Background: an optimization exercise with open tools, aiming at small area, a short achievable clock period and few clock cycles per item. Do not read the settings as production practice.
Function was checked by simulation only, so behaviour that the tests miss may differ from the original.

==> flow/design.v <==
    localparam [64*7-1:0] IP_TABLE = {
        7'd58, 7'd50, 7'd42, 7'd34, 7'd26, 7'd18, 7'd10, 7'd2, 7'd60, 7'd52, 7'd44, 7'd36, 7'd28, 7'd20, 7'd12, 7'd4,
        7'd62, 7'd54, 7'd46, 7'd38, 7'd30, 7'd22, 7'd14, 7'd6, 7'd64, 7'd56, 7'd48, 7'd40, 7'd32, 7'd24, 7'd16, 7'd8,
        7'd57, 7'd49, 7'd41, 7'd33, 7'd25, 7'd17, 7'd9, 7'd1, 7'd59, 7'd51, 7'd43, 7'd35, 7'd27, 7'd19, 7'd11, 7'd3,
        7'd61, 7'd53, 7'd45, 7'd37, 7'd29, 7'd21, 7'd13, 7'd5, 7'd63, 7'd55, 7'd47, 7'd39, 7'd31, 7'd23, 7'd15, 7'd7
    };
    localparam [64*7-1:0] FP_TABLE = {
        7'd40, 7'd8, 7'd48, 7'd16, 7'd56, 7'd24, 7'd64, 7'd32, 7'd39, 7'd7, 7'd47, 7'd15, 7'd55, 7'd23, 7'd63, 7'd31,
        7'd38, 7'd6, 7'd46, 7'd14, 7'd54, 7'd22, 7'd62, 7'd30, 7'd37, 7'd5, 7'd45, 7'd13, 7'd53, 7'd21, 7'd61, 7'd29,
        7'd36, 7'd4, 7'd44, 7'd12, 7'd52, 7'd20, 7'd60, 7'd28, 7'd35, 7'd3, 7'd43, 7'd11, 7'd51, 7'd19, 7'd59, 7'd27,
        7'd34, 7'd2, 7'd42, 7'd10, 7'd50, 7'd18, 7'd58, 7'd26, 7'd33, 7'd1, 7'd41, 7'd9, 7'd49, 7'd17, 7'd57, 7'd25
    };
    localparam [48*7-1:0] E_TABLE = {
        7'd32, 7'd1, 7'd2, 7'd3, 7'd4, 7'd5, 7'd4, 7'd5, 7'd6, 7'd7, 7'd8, 7'd9, 7'd8, 7'd9, 7'd10, 7'd11,
        7'd12, 7'd13, 7'd12, 7'd13, 7'd14, 7'd15, 7'd16, 7'd17, 7'd16, 7'd17, 7'd18, 7'd19, 7'd20, 7'd21, 7'd20, 7'd21,
        7'd22, 7'd23, 7'd24, 7'd25, 7'd24, 7'd25, 7'd26, 7'd27, 7'd28, 7'd29, 7'd28, 7'd29, 7'd30, 7'd31, 7'd32, 7'd1
    };
    localparam [32*7-1:0] P_TABLE = {
        7'd16, 7'd7, 7'd20, 7'd21, 7'd29, 7'd12, 7'd28, 7'd17, 7'd1, 7'd15, 7'd23, 7'd26, 7'd5, 7'd18, 7'd31, 7'd10,
        7'd2, 7'd8, 7'd24, 7'd14, 7'd32, 7'd27, 7'd3, 7'd9, 7'd19, 7'd13, 7'd30, 7'd6, 7'd22, 7'd11, 7'd4, 7'd25
    };
    localparam [56*7-1:0] PC1_TABLE = {
        7'd57, 7'd49, 7'd41, 7'd33, 7'd25, 7'd17, 7'd9, 7'd1, 7'd58, 7'd50, 7'd42, 7'd34, 7'd26, 7'd18, 7'd10, 7'd2,
        7'd59, 7'd51, 7'd43, 7'd35, 7'd27, 7'd19, 7'd11, 7'd3, 7'd60, 7'd52, 7'd44, 7'd36, 7'd63, 7'd55, 7'd47, 7'd39,
        7'd31, 7'd23, 7'd15, 7'd7, 7'd62, 7'd54, 7'd46, 7'd38, 7'd30, 7'd22, 7'd14, 7'd6, 7'd61, 7'd53, 7'd45, 7'd37,
        7'd29, 7'd21, 7'd13, 7'd5, 7'd28, 7'd20, 7'd12, 7'd4
    };
    localparam [48*7-1:0] PC2_TABLE = {
        7'd14, 7'd17, 7'd11, 7'd24, 7'd1, 7'd5, 7'd3, 7'd28, 7'd15, 7'd6, 7'd21, 7'd10, 7'd23, 7'd19, 7'd12, 7'd4,
        7'd26, 7'd8, 7'd16, 7'd7, 7'd27, 7'd20, 7'd13, 7'd2, 7'd41, 7'd52, 7'd31, 7'd37, 7'd47, 7'd55, 7'd30, 7'd40,
        7'd51, 7'd45, 7'd33, 7'd48, 7'd44, 7'd49, 7'd39, 7'd56, 7'd34, 7'd53, 7'd46, 7'd42, 7'd50, 7'd36, 7'd29, 7'd32
    };
    localparam [8*64*4-1:0] SBOX = {
        4'd11, 4'd6, 4'd5, 4'd3, 4'd0, 4'd9, 4'd12, 4'd15, 4'd13, 4'd8, 4'd10, 4'd4, 4'd7, 4'd14, 4'd1, 4'd2,
        4'd8, 4'd5, 4'd3, 4'd15, 4'd13, 4'd10, 4'd6, 4'd0, 4'd2, 4'd14, 4'd12, 4'd9, 4'd1, 4'd4, 4'd11, 4'd7,
        4'd2, 4'd9, 4'd14, 4'd0, 4'd11, 4'd6, 4'd5, 4'd12, 4'd4, 4'd7, 4'd3, 4'd10, 4'd8, 4'd13, 4'd15, 4'd1,
        4'd7, 4'd12, 4'd0, 4'd5, 4'd14, 4'd3, 4'd9, 4'd10, 4'd1, 4'd11, 4'd15, 4'd6, 4'd4, 4'd8, 4'd2, 4'd13,
        4'd12, 4'd3, 4'd2, 4'd14, 4'd15, 4'd0, 4'd5, 4'd9, 4'd7, 4'd10, 4'd4, 4'd1, 4'd8, 4'd13, 4'd11, 4'd6,
        4'd2, 4'd9, 4'd5, 4'd0, 4'd8, 4'd6, 4'd15, 4'd10, 4'd14, 4'd7, 4'd3, 4'd12, 4'd13, 4'd11, 4'd4, 4'd1,
        4'd6, 4'd8, 4'd15, 4'd2, 4'd12, 4'd5, 4'd3, 4'd14, 4'd10, 4'd1, 4'd9, 4'd4, 4'd7, 4'd11, 4'd0, 4'd13,
        4'd1, 4'd6, 4'd10, 4'd5, 4'd7, 4'd9, 4'd12, 4'd3, 4'd13, 4'd8, 4'd0, 4'd15, 4'd14, 4'd2, 4'd11, 4'd4,
        4'd13, 4'd8, 4'd0, 4'd6, 4'd7, 4'd1, 4'd14, 4'd11, 4'd10, 4'd15, 4'd5, 4'd9, 4'd12, 4'd2, 4'd3, 4'd4,
        4'd6, 4'd11, 4'd13, 4'd1, 4'd10, 4'd4, 4'd0, 4'd7, 4'd3, 4'd12, 4'd8, 4'd2, 4'd5, 4'd15, 4'd14, 4'd9,
        4'd8, 4'd3, 4'd11, 4'd0, 4'd14, 4'd13, 4'd1, 4'd6, 4'd5, 4'd9, 4'd12, 4'd7, 4'd2, 4'd4, 4'd15, 4'd10,
        4'd11, 4'd5, 4'd7, 4'd14, 4'd4, 4'd3, 4'd13, 4'd0, 4'd8, 4'd6, 4'd2, 4'd9, 4'd15, 4'd10, 4'd1, 4'd12,
        4'd3, 4'd5, 4'd4, 4'd10, 4'd9, 4'd0, 4'd15, 4'd6, 4'd13, 4'd2, 4'd14, 4'd1, 4'd7, 4'd12, 4'd8, 4'd11,
        4'd14, 4'd0, 4'd3, 4'd6, 4'd5, 4'd12, 4'd9, 4'd15, 4'd8, 4'd7, 4'd13, 4'd10, 4'd11, 4'd1, 4'd2, 4'd4,
        4'd6, 4'd8, 4'd9, 4'd3, 4'd10, 4'd15, 4'd0, 4'd5, 4'd1, 4'd13, 4'd7, 4'd4, 4'd12, 4'd2, 4'd11, 4'd14,
        4'd9, 4'd14, 4'd0, 4'd13, 4'd15, 4'd3, 4'd5, 4'd8, 4'd6, 4'd11, 4'd10, 4'd7, 4'd1, 4'd4, 4'd12, 4'd2,
        4'd14, 4'd2, 4'd7, 4'd12, 4'd11, 4'd5, 4'd4, 4'd9, 4'd8, 4'd13, 4'd1, 4'd10, 4'd6, 4'd0, 4'd15, 4'd3,
        4'd4, 4'd8, 4'd2, 4'd5, 4'd14, 4'd3, 4'd1, 4'd15, 4'd13, 4'd7, 4'd11, 4'd12, 4'd0, 4'd9, 4'd6, 4'd10,
        4'd9, 4'd14, 4'd10, 4'd1, 4'd12, 4'd2, 4'd7, 4'd4, 4'd3, 4'd0, 4'd15, 4'd6, 4'd5, 4'd11, 4'd8, 4'd13,
        4'd15, 4'd4, 4'd12, 4'd11, 4'd5, 4'd8, 4'd2, 4'd1, 4'd10, 4'd9, 4'd6, 4'd0, 4'd3, 4'd14, 4'd13, 4'd7,
        4'd12, 4'd2, 4'd5, 4'd11, 4'd3, 4'd14, 4'd15, 4'd4, 4'd7, 4'd8, 4'd9, 4'd6, 4'd0, 4'd13, 4'd10, 4'd1,
        4'd7, 4'd14, 4'd10, 4'd5, 4'd12, 4'd2, 4'd1, 4'd11, 4'd0, 4'd3, 4'd15, 4'd8, 4'd9, 4'd4, 4'd6, 4'd13,
        4'd1, 4'd15, 4'd11, 4'd12, 4'd14, 4'd5, 4'd8, 4'd2, 4'd10, 4'd6, 4'd4, 4'd3, 4'd9, 4'd0, 4'd7, 4'd13,
        4'd8, 4'd2, 4'd4, 4'd11, 4'd7, 4'd12, 4'd13, 4'd1, 4'd5, 4'd15, 4'd3, 4'd6, 4'd14, 4'd9, 4'd0, 4'd10,
        4'd9, 4'd14, 4'd5, 4'd0, 4'd12, 4'd7, 4'd6, 4'd11, 4'd2, 4'd4, 4'd15, 4'd3, 4'd1, 4'd10, 4'd8, 4'd13,
        4'd15, 4'd2, 4'd3, 4'd9, 4'd6, 4'd12, 4'd8, 4'd5, 4'd1, 4'd13, 4'd4, 4'd10, 4'd11, 4'd7, 4'd14, 4'd0,
        4'd5, 4'd11, 4'd9, 4'd6, 4'd10, 4'd1, 4'd0, 4'd12, 4'd14, 4'd8, 4'd2, 4'd15, 4'd7, 4'd4, 4'd13, 4'd3,
        4'd10, 4'd5, 4'd0, 4'd12, 4'd13, 4'd2, 4'd7, 4'd9, 4'd4, 4'd3, 4'd11, 4'd6, 4'd14, 4'd8, 4'd1, 4'd15,
        4'd13, 4'd6, 4'd0, 4'd10, 4'd14, 4'd3, 4'd11, 4'd5, 4'd7, 4'd1, 4'd9, 4'd4, 4'd2, 4'd8, 4'd12, 4'd15,
        4'd0, 4'd5, 4'd10, 4'd3, 4'd7, 4'd9, 4'd12, 4'd15, 4'd11, 4'd2, 4'd6, 4'd13, 4'd8, 4'd14, 4'd1, 4'd4,
        4'd8, 4'd3, 4'd5, 4'd9, 4'd11, 4'd12, 4'd6, 4'd10, 4'd1, 4'd13, 4'd2, 4'd14, 4'd4, 4'd7, 4'd15, 4'd0,
        4'd7, 4'd0, 4'd9, 4'd5, 4'd12, 4'd6, 4'd10, 4'd3, 4'd8, 4'd11, 4'd15, 4'd2, 4'd1, 4'd13, 4'd4, 4'd14
    };
    localparam [16*2-1:0] ENC_SHIFT = {
        2'd1, 2'd2, 2'd2, 2'd2, 2'd2, 2'd2, 2'd2, 2'd1, 2'd2, 2'd2, 2'd2, 2'd2, 2'd2, 2'd2, 2'd1, 2'd1
    };
    localparam [16*2-1:0] DEC_SHIFT = {
        2'd1, 2'd2, 2'd2, 2'd2, 2'd2, 2'd2, 2'd2, 2'd1, 2'd2, 2'd2, 2'd2, 2'd2, 2'd2, 2'd2, 2'd1, 2'd0
    };
    function automatic [63:0] des_ip(input [63:0] blk);
        integer i;
        for (i = 0; i < 64; i = i + 1) des_ip[63 - i] = blk[64 - IP_TABLE[(63 - i) * 7 +: 7]];
    endfunction
    function automatic [63:0] des_fp(input [63:0] blk);
        integer i;
        for (i = 0; i < 64; i = i + 1) des_fp[63 - i] = blk[64 - FP_TABLE[(63 - i) * 7 +: 7]];
    endfunction
    function automatic [55:0] des_pc1(input [63:0] key);
        integer i;
        for (i = 0; i < 56; i = i + 1) des_pc1[55 - i] = key[64 - PC1_TABLE[(55 - i) * 7 +: 7]];
    endfunction
    function automatic [47:0] des_pc2(input [55:0] cd);
        integer i;
        for (i = 0; i < 48; i = i + 1) des_pc2[47 - i] = cd[56 - PC2_TABLE[(47 - i) * 7 +: 7]];
    endfunction
    function automatic [31:0] des_feistel(input [31:0] r, input [47:0] k);
        reg [47:0] x;
        reg [31:0] s;
        reg [5:0]  grp;
        integer    i;
        integer    b;
        for (i = 0; i < 48; i = i + 1) x[47 - i] = r[32 - E_TABLE[(47 - i) * 7 +: 7]];
        x = x ^ k;
        for (b = 0; b < 8; b = b + 1) begin
            grp = x[47 - 6 * b -: 6];
            s[31 - 4 * b -: 4] = SBOX[{b[2:0], grp[5], grp[0], grp[4:1], 2'b00} +: 4];
        end
        for (i = 0; i < 32; i = i + 1) des_feistel[31 - i] = s[32 - P_TABLE[(31 - i) * 7 +: 7]];
    endfunction
`timescale 1ns/1ns
`default_nettype none
module des_core (
    input  wire        clk_i,
    input  wire        reset_i,
    input  wire        mode_i,
    input  wire        valid_i,
    input  wire        accept_i,
    input  wire [63:0] key_i,
    input  wire [63:0] data_i,
    output wire        accept_o,
    output wire [63:0] data_o_o,
    output wire        valid_o_o
);
    localparam [64*7-1:0] IP_TABLE = {
        7'd58, 7'd50, 7'd42, 7'd34, 7'd26, 7'd18, 7'd10, 7'd2, 7'd60, 7'd52, 7'd44, 7'd36, 7'd28, 7'd20, 7'd12, 7'd4,
        7'd62, 7'd54, 7'd46, 7'd38, 7'd30, 7'd22, 7'd14, 7'd6, 7'd64, 7'd56, 7'd48, 7'd40, 7'd32, 7'd24, 7'd16, 7'd8,
        7'd57, 7'd49, 7'd41, 7'd33, 7'd25, 7'd17, 7'd9, 7'd1, 7'd59, 7'd51, 7'd43, 7'd35, 7'd27, 7'd19, 7'd11, 7'd3,
        7'd61, 7'd53, 7'd45, 7'd37, 7'd29, 7'd21, 7'd13, 7'd5, 7'd63, 7'd55, 7'd47, 7'd39, 7'd31, 7'd23, 7'd15, 7'd7
    };
    localparam [64*7-1:0] FP_TABLE = {
        7'd40, 7'd8, 7'd48, 7'd16, 7'd56, 7'd24, 7'd64, 7'd32, 7'd39, 7'd7, 7'd47, 7'd15, 7'd55, 7'd23, 7'd63, 7'd31,
        7'd38, 7'd6, 7'd46, 7'd14, 7'd54, 7'd22, 7'd62, 7'd30, 7'd37, 7'd5, 7'd45, 7'd13, 7'd53, 7'd21, 7'd61, 7'd29,
        7'd36, 7'd4, 7'd44, 7'd12, 7'd52, 7'd20, 7'd60, 7'd28, 7'd35, 7'd3, 7'd43, 7'd11, 7'd51, 7'd19, 7'd59, 7'd27,
        7'd34, 7'd2, 7'd42, 7'd10, 7'd50, 7'd18, 7'd58, 7'd26, 7'd33, 7'd1, 7'd41, 7'd9, 7'd49, 7'd17, 7'd57, 7'd25
    };
    localparam [48*7-1:0] E_TABLE = {
        7'd32, 7'd1, 7'd2, 7'd3, 7'd4, 7'd5, 7'd4, 7'd5, 7'd6, 7'd7, 7'd8, 7'd9, 7'd8, 7'd9, 7'd10, 7'd11,
        7'd12, 7'd13, 7'd12, 7'd13, 7'd14, 7'd15, 7'd16, 7'd17, 7'd16, 7'd17, 7'd18, 7'd19, 7'd20, 7'd21, 7'd20, 7'd21,
        7'd22, 7'd23, 7'd24, 7'd25, 7'd24, 7'd25, 7'd26, 7'd27, 7'd28, 7'd29, 7'd28, 7'd29, 7'd30, 7'd31, 7'd32, 7'd1
    };
    localparam [32*7-1:0] P_TABLE = {
        7'd16, 7'd7, 7'd20, 7'd21, 7'd29, 7'd12, 7'd28, 7'd17, 7'd1, 7'd15, 7'd23, 7'd26, 7'd5, 7'd18, 7'd31, 7'd10,
        7'd2, 7'd8, 7'd24, 7'd14, 7'd32, 7'd27, 7'd3, 7'd9, 7'd19, 7'd13, 7'd30, 7'd6, 7'd22, 7'd11, 7'd4, 7'd25
    };
    localparam [56*7-1:0] PC1_TABLE = {
        7'd57, 7'd49, 7'd41, 7'd33, 7'd25, 7'd17, 7'd9, 7'd1, 7'd58, 7'd50, 7'd42, 7'd34, 7'd26, 7'd18, 7'd10, 7'd2,
        7'd59, 7'd51, 7'd43, 7'd35, 7'd27, 7'd19, 7'd11, 7'd3, 7'd60, 7'd52, 7'd44, 7'd36, 7'd63, 7'd55, 7'd47, 7'd39,
        7'd31, 7'd23, 7'd15, 7'd7, 7'd62, 7'd54, 7'd46, 7'd38, 7'd30, 7'd22, 7'd14, 7'd6, 7'd61, 7'd53, 7'd45, 7'd37,
        7'd29, 7'd21, 7'd13, 7'd5, 7'd28, 7'd20, 7'd12, 7'd4
    };
    localparam [48*7-1:0] PC2_TABLE = {
        7'd14, 7'd17, 7'd11, 7'd24, 7'd1, 7'd5, 7'd3, 7'd28, 7'd15, 7'd6, 7'd21, 7'd10, 7'd23, 7'd19, 7'd12, 7'd4,
        7'd26, 7'd8, 7'd16, 7'd7, 7'd27, 7'd20, 7'd13, 7'd2, 7'd41, 7'd52, 7'd31, 7'd37, 7'd47, 7'd55, 7'd30, 7'd40,
        7'd51, 7'd45, 7'd33, 7'd48, 7'd44, 7'd49, 7'd39, 7'd56, 7'd34, 7'd53, 7'd46, 7'd42, 7'd50, 7'd36, 7'd29, 7'd32
    };
    localparam [8*64*4-1:0] SBOX = {
        4'd11, 4'd6, 4'd5, 4'd3, 4'd0, 4'd9, 4'd12, 4'd15, 4'd13, 4'd8, 4'd10, 4'd4, 4'd7, 4'd14, 4'd1, 4'd2,
        4'd8, 4'd5, 4'd3, 4'd15, 4'd13, 4'd10, 4'd6, 4'd0, 4'd2, 4'd14, 4'd12, 4'd9, 4'd1, 4'd4, 4'd11, 4'd7,
        4'd2, 4'd9, 4'd14, 4'd0, 4'd11, 4'd6, 4'd5, 4'd12, 4'd4, 4'd7, 4'd3, 4'd10, 4'd8, 4'd13, 4'd15, 4'd1,
        4'd7, 4'd12, 4'd0, 4'd5, 4'd14, 4'd3, 4'd9, 4'd10, 4'd1, 4'd11, 4'd15, 4'd6, 4'd4, 4'd8, 4'd2, 4'd13,
        4'd12, 4'd3, 4'd2, 4'd14, 4'd15, 4'd0, 4'd5, 4'd9, 4'd7, 4'd10, 4'd4, 4'd1, 4'd8, 4'd13, 4'd11, 4'd6,
        4'd2, 4'd9, 4'd5, 4'd0, 4'd8, 4'd6, 4'd15, 4'd10, 4'd14, 4'd7, 4'd3, 4'd12, 4'd13, 4'd11, 4'd4, 4'd1,
        4'd6, 4'd8, 4'd15, 4'd2, 4'd12, 4'd5, 4'd3, 4'd14, 4'd10, 4'd1, 4'd9, 4'd4, 4'd7, 4'd11, 4'd0, 4'd13,
        4'd1, 4'd6, 4'd10, 4'd5, 4'd7, 4'd9, 4'd12, 4'd3, 4'd13, 4'd8, 4'd0, 4'd15, 4'd14, 4'd2, 4'd11, 4'd4,
        4'd13, 4'd8, 4'd0, 4'd6, 4'd7, 4'd1, 4'd14, 4'd11, 4'd10, 4'd15, 4'd5, 4'd9, 4'd12, 4'd2, 4'd3, 4'd4,
        4'd6, 4'd11, 4'd13, 4'd1, 4'd10, 4'd4, 4'd0, 4'd7, 4'd3, 4'd12, 4'd8, 4'd2, 4'd5, 4'd15, 4'd14, 4'd9,
        4'd8, 4'd3, 4'd11, 4'd0, 4'd14, 4'd13, 4'd1, 4'd6, 4'd5, 4'd9, 4'd12, 4'd7, 4'd2, 4'd4, 4'd15, 4'd10,
        4'd11, 4'd5, 4'd7, 4'd14, 4'd4, 4'd3, 4'd13, 4'd0, 4'd8, 4'd6, 4'd2, 4'd9, 4'd15, 4'd10, 4'd1, 4'd12,
        4'd3, 4'd5, 4'd4, 4'd10, 4'd9, 4'd0, 4'd15, 4'd6, 4'd13, 4'd2, 4'd14, 4'd1, 4'd7, 4'd12, 4'd8, 4'd11,
        4'd14, 4'd0, 4'd3, 4'd6, 4'd5, 4'd12, 4'd9, 4'd15, 4'd8, 4'd7, 4'd13, 4'd10, 4'd11, 4'd1, 4'd2, 4'd4,
        4'd6, 4'd8, 4'd9, 4'd3, 4'd10, 4'd15, 4'd0, 4'd5, 4'd1, 4'd13, 4'd7, 4'd4, 4'd12, 4'd2, 4'd11, 4'd14,
        4'd9, 4'd14, 4'd0, 4'd13, 4'd15, 4'd3, 4'd5, 4'd8, 4'd6, 4'd11, 4'd10, 4'd7, 4'd1, 4'd4, 4'd12, 4'd2,
        4'd14, 4'd2, 4'd7, 4'd12, 4'd11, 4'd5, 4'd4, 4'd9, 4'd8, 4'd13, 4'd1, 4'd10, 4'd6, 4'd0, 4'd15, 4'd3,
        4'd4, 4'd8, 4'd2, 4'd5, 4'd14, 4'd3, 4'd1, 4'd15, 4'd13, 4'd7, 4'd11, 4'd12, 4'd0, 4'd9, 4'd6, 4'd10,
        4'd9, 4'd14, 4'd10, 4'd1, 4'd12, 4'd2, 4'd7, 4'd4, 4'd3, 4'd0, 4'd15, 4'd6, 4'd5, 4'd11, 4'd8, 4'd13,
        4'd15, 4'd4, 4'd12, 4'd11, 4'd5, 4'd8, 4'd2, 4'd1, 4'd10, 4'd9, 4'd6, 4'd0, 4'd3, 4'd14, 4'd13, 4'd7,
        4'd12, 4'd2, 4'd5, 4'd11, 4'd3, 4'd14, 4'd15, 4'd4, 4'd7, 4'd8, 4'd9, 4'd6, 4'd0, 4'd13, 4'd10, 4'd1,
        4'd7, 4'd14, 4'd10, 4'd5, 4'd12, 4'd2, 4'd1, 4'd11, 4'd0, 4'd3, 4'd15, 4'd8, 4'd9, 4'd4, 4'd6, 4'd13,
        4'd1, 4'd15, 4'd11, 4'd12, 4'd14, 4'd5, 4'd8, 4'd2, 4'd10, 4'd6, 4'd4, 4'd3, 4'd9, 4'd0, 4'd7, 4'd13,
        4'd8, 4'd2, 4'd4, 4'd11, 4'd7, 4'd12, 4'd13, 4'd1, 4'd5, 4'd15, 4'd3, 4'd6, 4'd14, 4'd9, 4'd0, 4'd10,
        4'd9, 4'd14, 4'd5, 4'd0, 4'd12, 4'd7, 4'd6, 4'd11, 4'd2, 4'd4, 4'd15, 4'd3, 4'd1, 4'd10, 4'd8, 4'd13,
        4'd15, 4'd2, 4'd3, 4'd9, 4'd6, 4'd12, 4'd8, 4'd5, 4'd1, 4'd13, 4'd4, 4'd10, 4'd11, 4'd7, 4'd14, 4'd0,
        4'd5, 4'd11, 4'd9, 4'd6, 4'd10, 4'd1, 4'd0, 4'd12, 4'd14, 4'd8, 4'd2, 4'd15, 4'd7, 4'd4, 4'd13, 4'd3,
        4'd10, 4'd5, 4'd0, 4'd12, 4'd13, 4'd2, 4'd7, 4'd9, 4'd4, 4'd3, 4'd11, 4'd6, 4'd14, 4'd8, 4'd1, 4'd15,
        4'd13, 4'd6, 4'd0, 4'd10, 4'd14, 4'd3, 4'd11, 4'd5, 4'd7, 4'd1, 4'd9, 4'd4, 4'd2, 4'd8, 4'd12, 4'd15,
        4'd0, 4'd5, 4'd10, 4'd3, 4'd7, 4'd9, 4'd12, 4'd15, 4'd11, 4'd2, 4'd6, 4'd13, 4'd8, 4'd14, 4'd1, 4'd4,
        4'd8, 4'd3, 4'd5, 4'd9, 4'd11, 4'd12, 4'd6, 4'd10, 4'd1, 4'd13, 4'd2, 4'd14, 4'd4, 4'd7, 4'd15, 4'd0,
        4'd7, 4'd0, 4'd9, 4'd5, 4'd12, 4'd6, 4'd10, 4'd3, 4'd8, 4'd11, 4'd15, 4'd2, 4'd1, 4'd13, 4'd4, 4'd14
    };
    localparam [16*2-1:0] ENC_SHIFT = {
        2'd1, 2'd2, 2'd2, 2'd2, 2'd2, 2'd2, 2'd2, 2'd1, 2'd2, 2'd2, 2'd2, 2'd2, 2'd2, 2'd2, 2'd1, 2'd1
    };
    localparam [16*2-1:0] DEC_SHIFT = {
        2'd1, 2'd2, 2'd2, 2'd2, 2'd2, 2'd2, 2'd2, 2'd1, 2'd2, 2'd2, 2'd2, 2'd2, 2'd2, 2'd2, 2'd1, 2'd0
    };
    function automatic [63:0] des_ip(input [63:0] blk);
        integer i;
        for (i = 0; i < 64; i = i + 1) des_ip[63 - i] = blk[64 - IP_TABLE[(63 - i) * 7 +: 7]];
    endfunction
    function automatic [63:0] des_fp(input [63:0] blk);
        integer i;
        for (i = 0; i < 64; i = i + 1) des_fp[63 - i] = blk[64 - FP_TABLE[(63 - i) * 7 +: 7]];
    endfunction
    function automatic [55:0] des_pc1(input [63:0] key);
        integer i;
        for (i = 0; i < 56; i = i + 1) des_pc1[55 - i] = key[64 - PC1_TABLE[(55 - i) * 7 +: 7]];
    endfunction
    function automatic [47:0] des_pc2(input [55:0] cd);
        integer i;
        for (i = 0; i < 48; i = i + 1) des_pc2[47 - i] = cd[56 - PC2_TABLE[(47 - i) * 7 +: 7]];
    endfunction
    function automatic [31:0] des_feistel(input [31:0] r, input [47:0] k);
        reg [47:0] x;
        reg [31:0] s;
        reg [5:0]  grp;
        integer    i;
        integer    b;
        for (i = 0; i < 48; i = i + 1) x[47 - i] = r[32 - E_TABLE[(47 - i) * 7 +: 7]];
        x = x ^ k;
        for (b = 0; b < 8; b = b + 1) begin
            grp = x[47 - 6 * b -: 6];
            s[31 - 4 * b -: 4] = SBOX[{b[2:0], grp[5], grp[0], grp[4:1], 2'b00} +: 4];
        end
        for (i = 0; i < 32; i = i + 1) des_feistel[31 - i] = s[32 - P_TABLE[(31 - i) * 7 +: 7]];
    endfunction
    reg         idle;       
    reg         busy;       
    reg         vld;        
    reg  [3:0]  cnt;        
    reg         dec;
    reg  [31:0] l_q;
    reg  [31:0] r_q;
    reg  [27:0] c_q;        
    reg  [27:0] d_q;
    assign accept_o  = idle || (vld && accept_i);
    assign valid_o_o = vld;
    assign data_o_o  = des_fp({r_q, l_q});
    wire load = valid_i && accept_o;
    wire [31:0] r_new = l_q ^ des_feistel(r_q, des_pc2({c_q, d_q}));
    wire [63:0] ip    = des_ip(data_i);
    always @(posedge clk_i) begin
        if (busy) begin
            l_q <= r_q;
            r_q <= r_new;
        end else if (!vld || accept_i) begin
            l_q <= ip[63:32];
            r_q <= ip[31:0];
        end
    end
    wire [55:0] cd0 = des_pc1(key_i);
    wire [27:0] c0  = cd0[55:28];
    wire [27:0] d0  = cd0[27:0];
    reg         sl1, sl2, sr1, sr2;
    wire        ld_d = !busy &&  mode_i;
    wire        ld_e = !busy && !mode_i;
    function automatic [27:0] key_next(input [27:0] x, input [27:0] x0,
                                       input l1, input l2, input r1, input r2,
                                       input ld, input le);
        key_next = ({28{l1}} & {x[26:0], x[27]})    | ({28{l2}} & {x[25:0], x[27:26]})
                 | ({28{r1}} & {x[0], x[27:1]})     | ({28{r2}} & {x[1:0], x[27:2]})
                 | ({28{ld}} & x0)                  | ({28{le}} & {x0[26:0], x0[27]});
    endfunction
    always @(posedge clk_i) begin
        c_q <= key_next(c_q, c0, sl1, sl2, sr1, sr2, ld_d, ld_e);
        d_q <= key_next(d_q, d0, sl1, sl2, sr1, sr2, ld_d, ld_e);
    end
    always @(posedge clk_i) begin
        if (busy) begin
            cnt <= cnt + 4'd1;
        end else begin
            cnt <= 4'd0;
            dec <= mode_i;
        end
    end
    wire one = (cnt == 4'd6) || (cnt == 4'd13);
    always @(posedge clk_i or negedge reset_i) begin
        if (!reset_i) begin
            idle <= 1'b1;
            busy <= 1'b0;
            vld  <= 1'b0;
            sl1  <= 1'b0;
            sl2  <= 1'b0;
            sr1  <= 1'b0;
            sr2  <= 1'b0;
        end else if (busy) begin
            if (cnt == 4'd15) begin
                busy <= 1'b0;
                vld  <= 1'b1;
                sl1  <= 1'b0;
                sl2  <= 1'b0;
                sr1  <= 1'b0;
                sr2  <= 1'b0;
            end else begin
                sl1  <= !dec &&  one;
                sl2  <= !dec && !one;
                sr1  <=  dec &&  one;
                sr2  <=  dec && !one;
            end
        end else if (load) begin
            idle <= 1'b0;
            busy <= 1'b1;
            vld  <= 1'b0;
            sl1  <= !mode_i;
            sl2  <= 1'b0;
            sr1  <=  mode_i;
            sr2  <= 1'b0;
        end else if (vld && accept_i) begin
            idle <= 1'b1;
            vld  <= 1'b0;
        end
    end
endmodule
`default_nettype wire
==> flow/flow/run.sh <==
#!/bin/bash
# Standard ORFS layout with three changes:
#  - synthesis maps the logic with ABC script abc_map.script (choice-based
#    mapping with area recovery) instead of ORFS's;
#  - XOR/AND pairs are left to ABC (no half-adder extraction);
#  - ports get plain buffers instead of the resizer's default pick (a delay cell).
# The tools' output goes to standard.log; ORFS's own logs stay under orfs/logs.
set -euo pipefail
here=$(pwd)
{
  echo "proc abc {args} {"
  echo "  set i [lsearch -exact \$args -script]"
  echo "  if {\$i >= 0} { lset args [expr {\$i + 1}] $here/flow/abc_map.script }"
  echo "  yosys abc {*}\$args"
  echo "}"
  cat synth_recipe.tcl
} > my_synth.tcl
bash standard.sh "SYNTH_SCRIPT=$here/my_synth.tcl" "ADDER_MAP_FILE=" \
  "BUFFER_PORTS_ARGS=-buffer_cell sky130_fd_sc_hd__buf_1" finish > standard.log 2>&1
==> flow/flow/abc_map.script <==
strash
&get -n
&st
&dch
&nf
&put
strash
dch -f
map
topo
stime -c
==> flow/standard.sh <==
#!/bin/bash
# synth_recipe.tcl (not shown) runs the flow's synth.tcl, then flattens the netlist and writes it again
# the make line also repeats each setting of config.mk as NAME=value (left out here)
make -C /OpenROAD-flow-scripts/flow DESIGN_CONFIG=/design/flow/config.mk WORK_HOME=/design/flow/orfs CLKGATE_MAP_FILE= SYNTH_SCRIPT=/design/flow/synth_recipe.tcl "${@:-finish}"
==> flow/config.mk <==
export PLATFORM = sky130hd
export DESIGN_NAME = des_core
export DESIGN_NICKNAME = des_core
export VERILOG_FILES = /design/flow/design.v
export SDC_FILE = /design/flow/constraint.sdc
export NUM_CORES = 4
export LEC_CHECK = 0
export ABC_AREA = 1
export CAP_MARGIN = 20
export CORE_MARGIN = 2
export CORE_UTILIZATION = 40
export CTS_BUF_LIST = sky130_fd_sc_hd__clkbuf_8
export SETUP_SLACK_MARGIN = 2.3
export SLEW_MARGIN = 20
==> flow/constraint.sdc <==
create_clock -name core_clock -period 4.8 [get_ports {clk_i}]
set_input_delay 0.9600 -clock core_clock [delete_from_list [all_inputs] [get_ports {clk_i}]]
set_output_delay 0.9600 -clock core_clock [all_outputs]
set_load 0.01 [all_outputs]
==> results.sh, run 1 <==
export IMPL_status="finished clean"
export IMPL_dieArea_mm2=0.0266
export IMPL_path_cells="buf_4 -> buf_4 -> buf_1"
export IMPL_rrSetupSlack_ns=2.38
export IMPL_grt_max_degree=82
export IMPL_worstPathArrival_ns=1.48
export IMPL_antenna_left=0
export IMPL_pre_cts_ws_ns=2.01
export IMPL_setup_worst_path_start_class="flip-flop"
export IMPL_synth_mux_area_fraction_pct=0
export IMPL_routed_wl_um=40600
export IMPL_cts_root_buf="clkbuf_8"
export IMPL_hold_viol_final=0
export IMPL_yosysWarnings=1
export IMPL_synth_compound_area_share_pct=29.1
export IMPL_yosysUniqueCellTypes=36
export IMPL_critPathKind="flip-flop to output pin"
export IMPL_num_io_pins=199
export IMPL_syn_area_mm2=0.0101
export IMPL_min_path_type="primary input to async pin"
export IMPL_drive_above_1_share_pct=8.23
export IMPL_hold_buffers=0
export IMPL_num_fill_cells=2590
export IMPL_drtPass1Iterations=6
export IMPL_numCtsBuffers=17
export IMPL_place_gp_congestion=0.963
export IMPL_synthXorXnorAreaFrac_pct=3.72
export IMPL_setup_viol=0
export IMPL_maxSlewViolCount=0
export IMPL_utilization_pct=49.8
export IMPL_start_util_pct=40.4
export IMPL_postLayoutCellArea_mm2=0.0125
export IMPL_antenna_found_initial=1
export IMPL_grt_usage_pct=30.0
export IMPL_synth_top_cell_by_area="edfxtp_1"
export IMPL_end_kind="output pin"
export IMPL_worstSkewPairLatency_ns=0.46
export IMPL_syn_area_per_cell_um2=7.01
export IMPL_slowest_delay_ns=0.48
export IMPL_layout_setup_ws_ns=2.36
export IMPL_synthFlopType="edfxtp_1"
export IMPL_grt_pass1_wl_um=62200
export IMPL_fin_tns_setup_ns=0
export IMPL_dp_cells=1975
export IMPL_clk_pin_slew_worst_paths_ns=0.09
export IMPL_ys_ff_latch=132
export IMPL_fmax_ghz=0.410
export IMPL_slew_headroom_pct=26.3
export IMPL_cpMostUsedCell="buf_4"
export IMPL_synth_area_leaders="edfxtp_1 (19%), nand2_1 (14%), dfxtp_1 (12%)"
export IMPL_io_buffer_count=190
export IMPL_grt_ovfl_total=0
export IMPL_fin_crit_sh_pct=50.8
export IMPL_crit_fanout=3
export IMPL_synth_async_reset_ratio_pct=5.30
export IMPL_synth_top_family_by_area="simple AND/OR/NAND/NOR gates"
export IMPL_synth_adder_area_share_pct=0
export IMPL_rows=58
export IMPL_drtIter0Drc=1323
export IMPL_crit_family="buffers and inverters"
export IMPL_cap_violations=0
export IMPL_syn_num_nets=1578
export IMPL_yosys_cell_count_top_type="nand2_1"
export IMPL_synthSimpleGateAreaFrac_pct=30.2
export IMPL_wire_per_inst_um=20.0
export IMPL_drcViolationCount=0
export IMPL_vias=12300
export IMPL_clock_sinks=132
export IMPL_synthToLayoutAreaGrowth_pct=23.1
export IMPL_cts_tree="yes"
export IMPL_ys_top_cells_by_count="nand2_1 (365), nand3_1 (208), a22oi_1 (125)"
export IMPL_critPathBufInv=3
export IMPL_placed_area_mm2=0.0114
export IMPL_fin_cells=2033
export IMPL_period_minus_slack_ns=2.44
export IMPL_first_global_vias=11100
export IMPL_finClkSkew_ns=0.0181
export IMPL_tightest_slew_ns=1.10
export IMPL_coreArea_mm2=0.0250
export IMPL_rsz0062_at_grt="true"
export IMPL_finalNetCount=1821
export IMPL_hpwlAfterDp_um=28800
export IMPL_fp_dieH_um=163
export IMPL_htreeDepth=4
export IMPL_vias_per_cell=6.07
export IMPL_synth_cells=1445
export IMPL_ys_seq_area_share_pct=32.9
export IMPL_synth_top_area_share_pct=19.3
export IMPL_holdWs_ns=0.375
export IMPL_cts_buffer_depth=2
export IMPL_fp_dieW_um=163
export IMPL_synth_edf_count=65
export IMPL_cp_slowest_cell="edfxtp_1"
export IMPL_cp_required_ns=3.84
[final timing paths]
kind | from | end | cells after the start
worst max-delay path | r_q[31] | data_o_o[6] | 3
worst min-delay path | reset_i | busy | 1
worst max register to register | r_q[27] | r_q[14] | 10
worst min register to register | cnt[0] | cnt[0] | 1
max in group asynchronous | reset_i | idle | 1
min in group core_clock | cnt[0] | cnt[0] | 1
[layout make-up]
class	instances	area, um^2	share of cell area, %
Multi-Input combinational cell	1203	6820	54.7
Antenna cell	2	5.00	0.0401
Tap cell	330	413	3.31
Timing Repair Buffer	222	966	7.75
Clock buffer	18	248	1.99
Inverter	112	427	3.42
Sequential cell	132	3330	26.7
Clock inverter	14	256	2.06
[repair_timing]
action / in CTS / in global routing
cloned: 2 / 0
buffers inserted: 3 / 19
pin swaps: 3 / 5
resized for setup: 17 / 50
setup endpoints to repair: 80 / 69
[cell usage in the layout, fill, tap and decap left out, types with 7 or more instances in the layout]
cell type / instances
nand4_1: 22
buf_1: 190
nand2_1: 359
xor2_2: 10
o211ai_1: 50
a31oi_1: 25
a21oi_1: 114
nand3_1: 207
o21ai_0: 50
clkbuf_8: 18
o22ai_1: 25
dfxtp_1: 60
nor2_1: 81
a22oi_1: 125
xnor2_2: 15
bufinv_16: 7
clkinv_1: 107
buf_4: 31
edfxtp_1: 65
or2_2: 7
o2111ai_1: 20
[sequential cells by signal, summed over array words and instances, names as in the netlist]
signal	flops
r_q	32
vld	1
sr1	1
d_q	28
busy	1
cnt	4
dec	1
idle	1
sr2	1
l_q	32
c_q	28
sl1	1
sl2	1
[per-layer routing]
metal / up-vias / GRT usage, % / part of all wire, %
met3: 37 / 5.31 / 8.5
met4: 0 / 7.36 / 1.3
li1: 5884 / - / -
met5: - / 0 / 0
met1: 5813 / 43.3 / 45
met2: 597 / 46.4 / 45
[logic make-up after synthesis]
group | count (synthesis)
simple gates | 708
compound gates | 450
flops | 132
buf+inv | 112
xor+xnor | 43
Testbench counts, summed over its fixed seeds: cycles 8,712, items 512.
==> run 2, diff against run 1 <==
--- a/flow/config.mk
+++ b/flow/config.mk
@@ -10,5 +10,5 @@
 export CORE_MARGIN = 2
 export CORE_UTILIZATION = 40
 export CTS_BUF_LIST = sky130_fd_sc_hd__clkbuf_8
-export SETUP_SLACK_MARGIN = 2.3
+export SETUP_SLACK_MARGIN = 2.5
 export SLEW_MARGIN = 20
==> run 2 against run 1 <==
Largest cell class unchanged. Highest routed layer unchanged. Maximum frequency is 4.0% higher. Routed wire length barely moved. Critical endpoint is now accept_o. Sequential cell count unchanged. Die area stayed put. Core utilization increased by 2.1 points. Still clean on timing, DRC and antenna. Via count increased by 1.7%. Synthesized cell count is the same.
==> results.sh, run 2 <==
export IMPL_reg2reg_to="d_q[5]"
export IMPL_hold_buffers=0
export IMPL_synth_cells=1445
export IMPL_final_cell_mix="nand2_1 (343), nand3_1 (203), buf_1 (188)"
export IMPL_synth_top_area_share_pct=19.3
export IMPL_worstSkewPairLatency_ns=0.47
export IMPL_rrSetupSlack_ns=2.51
export IMPL_vias=12500
export IMPL_hpwlAfterDp_um=29100
export IMPL_cts_buffer_depth=2
export IMPL_fmax_ghz=0.427
export IMPL_first_global_vias=11100
export IMPL_slew_headroom_pct=27.4
export IMPL_coreArea_mm2=0.0250
export IMPL_grt_pass1_wl_um=61100
export IMPL_start_util_pct=40.4
export IMPL_timing_rr_start="busy"
export IMPL_critPathKind="primary input to output pin"
export IMPL_clock_sinks=132
export IMPL_yosysWarnings=1
export IMPL_finalNetCount=1850
export IMPL_synth_edf_count=65
export IMPL_drive_above_1_share_pct=13.5
export IMPL_ys_ff_latch=132
export IMPL_syn_num_nets=1578
export IMPL_cts_tree="yes"
export IMPL_setup_worst_path_start_class="primary input"
export IMPL_final_common_cell="nand2_1"
export IMPL_drcViolationCount=0
export IMPL_worstPathArrival_ns=1.38
export IMPL_end_kind="output pin"
export IMPL_synth_async_reset_ratio_pct=5.30
export IMPL_htreeDepth=4
export IMPL_cap_violations=0
export IMPL_numCtsBuffers=17
export IMPL_multi_input_area_mm2=0.00719
export IMPL_rr_worst_depth=4
export IMPL_cts_root_buf="clkbuf_8"
export IMPL_period_minus_slack_ns=2.34
export IMPL_vias_per_cell=6.08
export IMPL_dp_cells=1975
export IMPL_cp_required_ns=3.84
export IMPL_synthToLayoutAreaGrowth_pct=28.3
export IMPL_syn_area_per_cell_um2=7.01
export IMPL_grt_usage_pct=29.7
export IMPL_grt_ovfl_total=0
export IMPL_yosysUniqueCellTypes=36
export IMPL_synth_area_leaders="edfxtp_1 (19%), nand2_1 (14%), dfxtp_1 (12%)"
export IMPL_drtIter0Drc=1388
export IMPL_num_io_pins=199
export IMPL_synthFlopType="edfxtp_1"
export IMPL_syn_area_mm2=0.0101
export IMPL_synth_top_cell_by_area="edfxtp_1"
export IMPL_fp_dieW_um=163
export IMPL_dieArea_mm2=0.0266
export IMPL_fp_dieH_um=163
export IMPL_setup_viol=0
export IMPL_antenna_found_initial=2
export IMPL_routed_wl_um=40600
export IMPL_place_gp_congestion=0.965
export IMPL_fin_crit_sh_pct=48.8
export IMPL_drtPass1Iterations=7
export IMPL_yosys_cell_count_top_type="nand2_1"
export IMPL_rsz0062_at_grt="true"
export IMPL_fin_tns_setup_ns=0
export IMPL_top_regs="l_q: 32 flops, r_q: 32 flops"
export IMPL_wire_per_inst_um=19.7
export IMPL_tightest_slew_ns=1.09
export IMPL_min_path_type="primary input to async pin"
export IMPL_maxSlewViolCount=0
export IMPL_final_seq_area_mm2=0.00336
export IMPL_clk_pin_slew_worst_paths_ns=0.09
export IMPL_antenna_left=0
export IMPL_ys_top_cells_by_count="nand2_1 (365), nand3_1 (208), a22oi_1 (125)"
export IMPL_rows=58
export IMPL_io_buffer_count=190
export IMPL_ys_seq_area_share_pct=32.9
export IMPL_status="finished clean"
export IMPL_crit_fanout=3
export IMPL_fin_cells=2064
export IMPL_hold_viol_final=0
export IMPL_num_fill_cells=2568
export IMPL_finClkSkew_ns=0.0237
export IMPL_grt_max_degree=88
[run 2: logic make-up (layout without fill, tap and decap cells)]
group,Yosys count,after routing,synth area share (%)
simple gates,708,709,30.2
buf+inv,112,396,4.15
xor+xnor,43,43,3.72
other cells,0,4,0
flops,132,132,32.9
compound gates,450,450,29.1
[run 2: cell type report]
| cell class | instances | share of cell area, % |
|---|---|---|
| multi-input cells | 1202 | 55.4 |
| flip-flops and latches | 132 | 25.8 |
| repair buffers | 252 | 9.41 |
| inverters | 112 | 3.33 |
| well taps | 330 | 3.18 |
| clock buffers | 17 | 1.80 |
| clock inverters | 15 | 1.00 |
| diodes | 4 | 0.0770 |
[run 2: how the worst max path moves through the flow]
| stage | slack, ns | endpoint | startpoint |
|---|---|---|---|
| finish | 2.46 | accept_o | accept_i |
| global route | 2.43 | d_q[5] | busy |
| CTS | 2.40 | r_q[17] | r_q[3] |
| detailed placement | 1.98 | r_q[17] | r_q[31] |
| global placement | 2.01 | r_q[17] | r_q[31] |
| floorplan | 2.52 | l_q[0] | busy |
[run 2: critical path, cell delays in order]
cell and delay [ns]:
buf_8 0.10, a21oi_4 0.14, clkinv_2 0.07, buf_6 0.12
[run 2: layer usage]
metal | track usage (%) | up-vias | part of all wire, %
met5 | 0 | - | 0
met4 | 10.9 | 0 | 3.0
met3 | 5.87 | 75 | 8.6
met2 | 44.7 | 619 | 44
met1 | 42.1 | 5905 | 44
li1 | - | 5947 | -
[run 2: stage by stage]
stage / hold slack [ns] / setup WS, ns / cell area [um^2] / util (%)
after floorplan: 0.417 / 2.52 / 10200 / -
after global placement: 0.429 / 2.01 / 11400 / 45.4
after detailed placement: 0.438 / 1.98 / 11400 / 45.4
after CTS: 0.379 / 2.40 / 12300 / 49.0
after global routing: 0.394 / 2.43 / 13000 / 51.9
final: 0.391 / 2.46 / 13000 / 51.9
[run 2: repair_timing]
| item | in CTS | in global routing |
|---|---|---|
| resized for setup | 56 | 110 |
| cloned | 1 | 0 |
| pin swaps | 4 | 13 |
| setup buffers | 23 | 29 |
| endpoints found under the setup margin | 97 | 53 |
==> run 3, diff against run 2 <==
==> flow/flow/abc_map.script (replaced) <==
strash
dch -f
map
strash
dch -f
map
topo
stime -c
--- a/flow/config.mk
+++ b/flow/config.mk
@@ -6,9 +6,9 @@
 export NUM_CORES = 4
 export LEC_CHECK = 0
 export ABC_AREA = 1
-export CAP_MARGIN = 20
+export CAP_MARGIN = 5
 export CORE_MARGIN = 2
 export CORE_UTILIZATION = 40
 export CTS_BUF_LIST = sky130_fd_sc_hd__clkbuf_8
-export SETUP_SLACK_MARGIN = 2.5
-export SLEW_MARGIN = 20
+export SETUP_SLACK_MARGIN = 2.45
+export SLEW_MARGIN = 5
==> run 3 against run 2 <==
Still clean on timing, DRC and antenna. Critical path depth rose by 4. Non-clock buffer count fell by 4. Synthesized cell count rose by 3.9%. Maximum frequency fell by 0.24%. Hold slack got worse by 0.015 ns. Setup slack got worse by 0.0056 ns. Critical path type is now flip-flop to flip-flop. Highest routed layer unchanged.
==> results.sh, run 3 <==
export IMPL_setup_viol=0
export IMPL_period_minus_slack_ns=2.35
export IMPL_worstSkewPairLatency_ns=0.47
export IMPL_syn_area_mm2=0.0105
export IMPL_drtPass1Iterations=8
export IMPL_drtIter0Drc=1669
export IMPL_utilization_pct=50.8
export IMPL_fin_crit_sh_pct=48.9
export IMPL_grt_usage_pct=29.4
export IMPL_clock_sinks=132
export IMPL_fin_tns_setup_ns=0
export IMPL_ys_seq_area_share_pct=31.9
export IMPL_hpwlAfterDp_um=30100
export IMPL_maxSlewViolCount=0
export IMPL_cap_violations=0
export IMPL_final_cell_mix="nand3_1 (332), nand2_1 (322), buf_1 (188)"
export IMPL_routed_wl_um=42600
export IMPL_synth_edf_count=65
export IMPL_fmax_ghz=0.426
export IMPL_tightest_slew_ns=1.06
export IMPL_wire_per_inst_um=20.1
export IMPL_yosys_cell_count_top_type="nand3_1"
export IMPL_synth_cells=1502
export IMPL_crit_fanout=9
export IMPL_yosysUniqueCellTypes=36
export IMPL_rsz0062_at_grt="true"
export IMPL_grt_ovfl_total=0
export IMPL_hold_viol_final=0
export IMPL_hold_buffers=0
export IMPL_synth_area_leaders="edfxtp_1 (19%), nand3_1 (16%), a22oi_1 (12%)"
export IMPL_io_buffer_count=190
export IMPL_cts_root_buf="clkbuf_8"
export IMPL_ys_ff_latch=132
export IMPL_use_met1_pct=40.6
export IMPL_finClkSkew_ns=0.0278
export IMPL_fp_dieH_um=166
export IMPL_synth_top_area_share_pct=18.7
export IMPL_synthToLayoutAreaGrowth_pct=25.7
export IMPL_coreArea_mm2=0.0258
export IMPL_rows=59
export IMPL_use_met3_pct=3.92
export IMPL_status="finished clean"
export IMPL_cts_buffer_depth=2
export IMPL_num_fill_cells=2723
export IMPL_antenna_found_initial=0
export IMPL_numCtsBuffers=17
export IMPL_vias_per_cell=6.23
export IMPL_drive_above_1_share_pct=10.0
export IMPL_top_regs="l_q: 32 flops, r_q: 32 flops"
export IMPL_dieArea_mm2=0.0274
export IMPL_drcViolationCount=0
export IMPL_place_gp_congestion=0.973
export IMPL_finalNetCount=1902
export IMPL_clk_pin_slew_worst_paths_ns=0.11
export IMPL_synth_async_reset_ratio_pct=5.30
export IMPL_fp_dieW_um=166
export IMPL_vias=13200
export IMPL_syn_num_nets=1635
export IMPL_setup_worst_path_start_class="flip-flop"
export IMPL_grt_max_degree=65
export IMPL_final_common_cell="nand3_1"
export IMPL_end_kind="flip-flop"
export IMPL_slew_headroom_pct=29.4
export IMPL_synth_top_cell_by_area="edfxtp_1"
export IMPL_num_io_pins=199
export IMPL_ys_top_cells_by_count="nand3_1 (335), nand2_1 (332), a22oi_1 (172)"
export IMPL_diodes=0
export IMPL_min_path_type="primary input to async pin"
export IMPL_cts_tree="yes"
export IMPL_first_global_vias=11600
export IMPL_yosysWarnings=1
export IMPL_start_util_pct=40.5
export IMPL_syn_area_per_cell_um2=6.96
export IMPL_antenna_left=0
export IMPL_cp_required_ns=5.03
export IMPL_synthFlopType="edfxtp_1"
export IMPL_globalRoute_busiestLayer="met2"
export IMPL_grtUsageMet2_pct=47.3
export IMPL_htreeDepth=4
export IMPL_worstPathArrival_ns=2.58
export IMPL_grt_pass1_wl_um=65100
export IMPL_critPathKind="flip-flop to flip-flop"
run 3: what timing repair did:
action                     4_1_cts  5_1_grt
setup endpoints to repair      106       36
pin swaps                        4       10
buffers inserted                16       33
resized for setup               33       73
run 3: kinds of logic (layout without fill, tap and decap cells):
kind of cell | Yosys count | after routing | synth area share [%]
muxes | 1 | 1 | 0.108
DFF | 132 | 132 | 31.9
and+or+nand+nor | 820 | 820 | 34.8
AOI/OAI and AO/OA | 406 | 406 | 26.0
buffers and inverters | 100 | 380 | 3.59
xor gates and xnor gates | 43 | 43 | 3.60
run 3: metrics by stage:
| stage | std cells | hold WS (ns) | cell area (um^2) | setup WS, ns |
|---|---|---|---|---|
| 6_report | 2117 | 0.376 | 13100 | 2.45 |
| 4_1_cts | 2084 | 0.358 | 12400 | 2.26 |
| 5_1_grt | 2117 | 0.382 | 13100 | 2.32 |
| 3_3_place_gp | 2036 | 0.428 | 11700 | 1.90 |
| 3_5_place_dp | 2036 | 0.433 | 11700 | 1.88 |
| 2_1_floorplan | 1502 | 0.417 | 10500 | 2.38 |
run 3: worst max-delay path, cell delays in order, from the launching register on:
cell and delay, ns:
edfxtp_1 0.51, buf_4 0.20, xnor2_4 0.31, nand2_2 0.20
o211ai_1 0.24, nand3_1 0.11, nand3_1 0.10, nand3_1 0.08
a31oi_1 0.34
run 3: layout make-up:
cell class,instances,area (um^2),share of cell area [%]
well taps,335,419,3.19
inverters,100,389,2.96
repair buffers,248,1230,9.34
clock buffers,18,248,1.89
flip-flops and latches,132,3340,25.5
clock inverters,14,100,0.762
multi-input cells,1270,7410,56.4
run 3: worst paths after layout:
kind                       cells after the start     from      end  slack, ns
hold / removal                                 1  reset_i      vld       0.38
setup reg to reg                               8  r_q[14]  r_q[24]       2.45
max in group asynchronous                      1  reset_i     idle       4.12
setup / recovery                               8  r_q[14]  r_q[24]       2.45
min in group core_clock                        1   cnt[0]   cnt[0]       0.45
hold reg to reg                                1   cnt[0]   cnt[0]       0.45
run 3: metal layers:
metal | part of all wire [%] | up-vias
met3 | 7.5 | 90
met4 | 3.3 | 0
li1 | - | 6208
met2 | 46 | 700
met1 | 43 | 6195
met5 | 0 | -
==> run 4, diff against run 3 <==
--- a/flow/config.mk
+++ b/flow/config.mk
@@ -6,9 +6,11 @@
 export NUM_CORES = 4
 export LEC_CHECK = 0
 export ABC_AREA = 1
-export CAP_MARGIN = 5
+export CAP_MARGIN = 20
 export CORE_MARGIN = 2
 export CORE_UTILIZATION = 40
-export CTS_BUF_LIST = sky130_fd_sc_hd__clkbuf_8
+export CTS_BUF_LIST = sky130_fd_sc_hd__clkbuf_16
+export CTS_CLUSTER_DIAMETER = 150
+export CTS_CLUSTER_SIZE = 40
 export SETUP_SLACK_MARGIN = 2.45
-export SLEW_MARGIN = 5
+export SLEW_MARGIN = 20
==> run 4 against run 3 <==
Design area grew 1.0%. First-iteration DRC count grew 0.24%. Critical path depth grew 2. Die area is the same. Sequential share of layout area shrank 0.25 points.
==> results.sh, run 4 <==
export IMPL_syn_area_mm2=0.0105
export IMPL_start_util_pct=40.5
export IMPL_period_minus_slack_ns=2.34
export IMPL_fin_tns_setup_ns=0
export IMPL_clk_pin_slew_worst_paths_ns=0.07
export IMPL_numCtsBuffers=17
export IMPL_grt_pass1_wl_um=65200
export IMPL_fp_dieH_um=166
export IMPL_ys_ff_latch=132
export IMPL_synth_async_reset_ratio_pct=5.30
export IMPL_fp_dieW_um=166
export IMPL_cp_slowest_cell="edfxtp_1"
export IMPL_grt_ovfl_total=0
export IMPL_cts_buffer_depth=2
export IMPL_cpMostUsedCell="buf_4"
export IMPL_fin_crit_sh_pct=48.7
export IMPL_final_cell_mix="nand3_1 (331), nand2_1 (319), buf_1 (188)"
export IMPL_yosysUniqueCellTypes=36
export IMPL_vias_per_cell=6.24
export IMPL_final_seq_area_mm2=0.00334
export IMPL_synthFlopType="edfxtp_1"
export IMPL_hold_buffers=0
export IMPL_rsz0062_at_grt="true"
export IMPL_cap_violations=0
export IMPL_grt_max_degree=65
export IMPL_first_global_vias=11600
export IMPL_ys_top_cells_by_count="nand3_1 (335), nand2_1 (332), a22oi_1 (172)"
export IMPL_drive_above_1_share_pct=10.1
export IMPL_pre_cts_ws_ns=1.88
export IMPL_cts_root_buf="clkbuf_16"
export IMPL_rows=59
export IMPL_synth_cells=1502
export IMPL_critPathKind="flip-flop to flip-flop"
export IMPL_drtPass1Iterations=8
export IMPL_synth_edf_count=65
export IMPL_setup_worst_path_start_class="flip-flop"
export IMPL_syn_area_per_cell_um2=6.96
export IMPL_finClkSkew_ns=0.0180
export IMPL_coreArea_mm2=0.0258
export IMPL_num_io_pins=199
export IMPL_clock_sinks=132
export IMPL_antenna_left=0
export IMPL_routed_wl_um=42300
export IMPL_htreeDepth=4
export IMPL_yosys_cell_count_top_type="nand3_1"
export IMPL_diodes=0
export IMPL_synth_area_leaders="edfxtp_1 (19%), nand3_1 (16%), a22oi_1 (12%)"
export IMPL_top_regs="l_q: 32 flops, r_q: 32 flops"
export IMPL_syn_num_nets=1635
export IMPL_cts_tree="yes"
export IMPL_synth_top_cell_by_area="edfxtp_1"
export IMPL_layout_setup_ws_ns=2.46
export IMPL_tightest_slew_ns=1.06
export IMPL_min_path_type="primary input to async pin"
export IMPL_slowest_delay_ns=0.43
export IMPL_io_buffer_count=190
export IMPL_vias=13200
export IMPL_synth_top_area_share_pct=18.7
export IMPL_end_kind="flip-flop"
export IMPL_hpwlAfterDp_um=30100
export IMPL_place_gp_congestion=0.973
export IMPL_fmax_ghz=0.427
export IMPL_crit_fanout=7
export IMPL_drcViolationCount=0
export IMPL_yosysWarnings=1
export IMPL_maxSlewViolCount=0
export IMPL_dieArea_mm2=0.0274
export IMPL_rrSetupSlack_ns=2.46
export IMPL_synthToLayoutAreaGrowth_pct=26.9
export IMPL_worstSkewPairLatency_ns=0.43
export IMPL_wire_per_inst_um=20.0
export IMPL_multi_input_area_mm2=0.00743
export IMPL_ys_seq_area_share_pct=31.9
export IMPL_num_fill_cells=2687
export IMPL_hold_viol_final=0
export IMPL_final_common_cell="nand3_1"
export IMPL_grt_usage_pct=29.5
export IMPL_finalNetCount=1894
export IMPL_worstPathArrival_ns=2.51
export IMPL_rr_worst_depth=10
export IMPL_drtIter0Drc=1673
export IMPL_status="finished clean"
export IMPL_setup_viol=0
export IMPL_slew_headroom_pct=29.1
export IMPL_antenna_found_initial=0
export IMPL_cp_required_ns=4.97
export IMPL_path_cells="buf_4 -> inv_2 -> nand2_1 -> nand4_1 -> buf_4 -> nand3_1 -> o221ai_1 -> nand3_2 -> a31oi_1 -> a21oi_1"
==> run 4: changes by cell type in the layout (fill, tap and decap cells not counted), sizes merged <==
cell	previous run	this run
clkbuf	19	18
clkinv	100	99
inv	9	11
buf	247	239
==> run 4: layout make-up <==
cell class | count | area share [%]
inverters | 100 | 2.93
multi-input cells | 1270 | 56.0
clock inverters | 15 | 0.783
clock buffers | 17 | 3.21
repair buffers | 240 | 8.66
flip-flops and latches | 132 | 25.2
well taps | 335 | 3.16
==> run 4: worst max-delay path, delay by kind of cell (launching register included) <==
family,cells,cell delay (ns)
AND/OR/NAND/NOR,4,0.69
AO/OA/AOI/OAI,3,0.54
flip-flops,1,0.43
buffers and inverters,3,0.42
==> run 4: kinds of logic (layout without fill, tap and decap cells) <==
family	Yosys count	after routing	synth area share (%)
XOR/XNOR	43	43	3.60
AO/OA/AOI/OAI	406	406	26.0
buffers and inverters	100	372	3.59
flip-flops	132	132	31.9
multiplexers	1	1	0.108
AND/OR/NAND/NOR	820	820	34.8
==> run 4: per-layer routing <==
| metal | vias up | GRT usage (%) | part of all wire, % |
|---|---|---|---|
| met4 | 0 | 10.5 | 3.1 |
| met2 | 688 | 47.3 | 46 |
| met1 | 6198 | 40.7 | 43 |
| li1 | 6196 | - | - |
| met5 | - | 0 | 0 |
| met3 | 86 | 3.99 | 7.0 |
==> run 4: repair_timing <==
action | CTS | global route
gates resized for setup | 40 | 76
endpoints found under the setup margin | 104 | 36
pin swaps | 3 | 9
gates cloned | 0 | 0
setup buffers | 20 | 21
==> run 4: metrics by stage <==
step / cells / hold WS, ns / util (%) / cell area [um^2]
3_3_place_gp: 2036 / 0.428 / 45.3 / 11700
3_5_place_dp: 2036 / 0.433 / 45.3 / 11700
5_1_grt: 2109 / 0.438 / 51.3 / 13300
6_report: 2109 / 0.409 / 51.3 / 13300
4_1_cts: 2088 / 0.408 / 49.0 / 12700
2_1_floorplan: 1502 / 0.417 / - / 10500
==> run 4: final timing paths <==
kind | from | endpoint
min | reset_i | vld
min reg2reg | cnt[0] | cnt[0]
min in group core_clock | cnt[0] | cnt[0]
max reg2reg | r_q[24] | r_q[30]
max | r_q[24] | r_q[30]
max in group asynchronous | reset_i | idle

[port drivers added, routing unchanged]
The flow's constraints put no driver on any port. The routed layouts listed below were extracted and timed again, unchanged, in two steps.
Step 1 (the two cells are an assumption about what drives the block):
set clk [get_ports {clk_i}]
set_driving_cell -lib_cell sky130_fd_sc_hd__clkbuf_16 $clk
set_driving_cell -lib_cell sky130_fd_sc_hd__buf_2 [delete_from_list [all_inputs] $clk]
Step 2 also shifts input and output timing later by t, the mid clock arrival at the registers, as if the neighbouring blocks saw the same clock.
Three values: no drivers, after step 1, after step 2; two values: the first two.
run | shift t [ns] | slack for setup (ns) | worst register clock-pin slew, ns
run 1 | 0.499 | 2.362 / 2.318 / 2.025 | 0.09 / 0.09
run 2 | 0.498 | 2.457 / 2.417 / 2.083 | 0.10 / 0.10
run 3 | 0.500 | 2.451 / 2.409 / 2.111 | 0.11 / 0.11
run 4 | 0.473 | 2.461 / 2.427 / 2.116 | 0.08 / 0.08
After both steps every run listed still meets setup and hold. For run 2, which loses most, drivers alone change the setup slack by -0.040 ns; drivers and shift together by -0.374 ns.
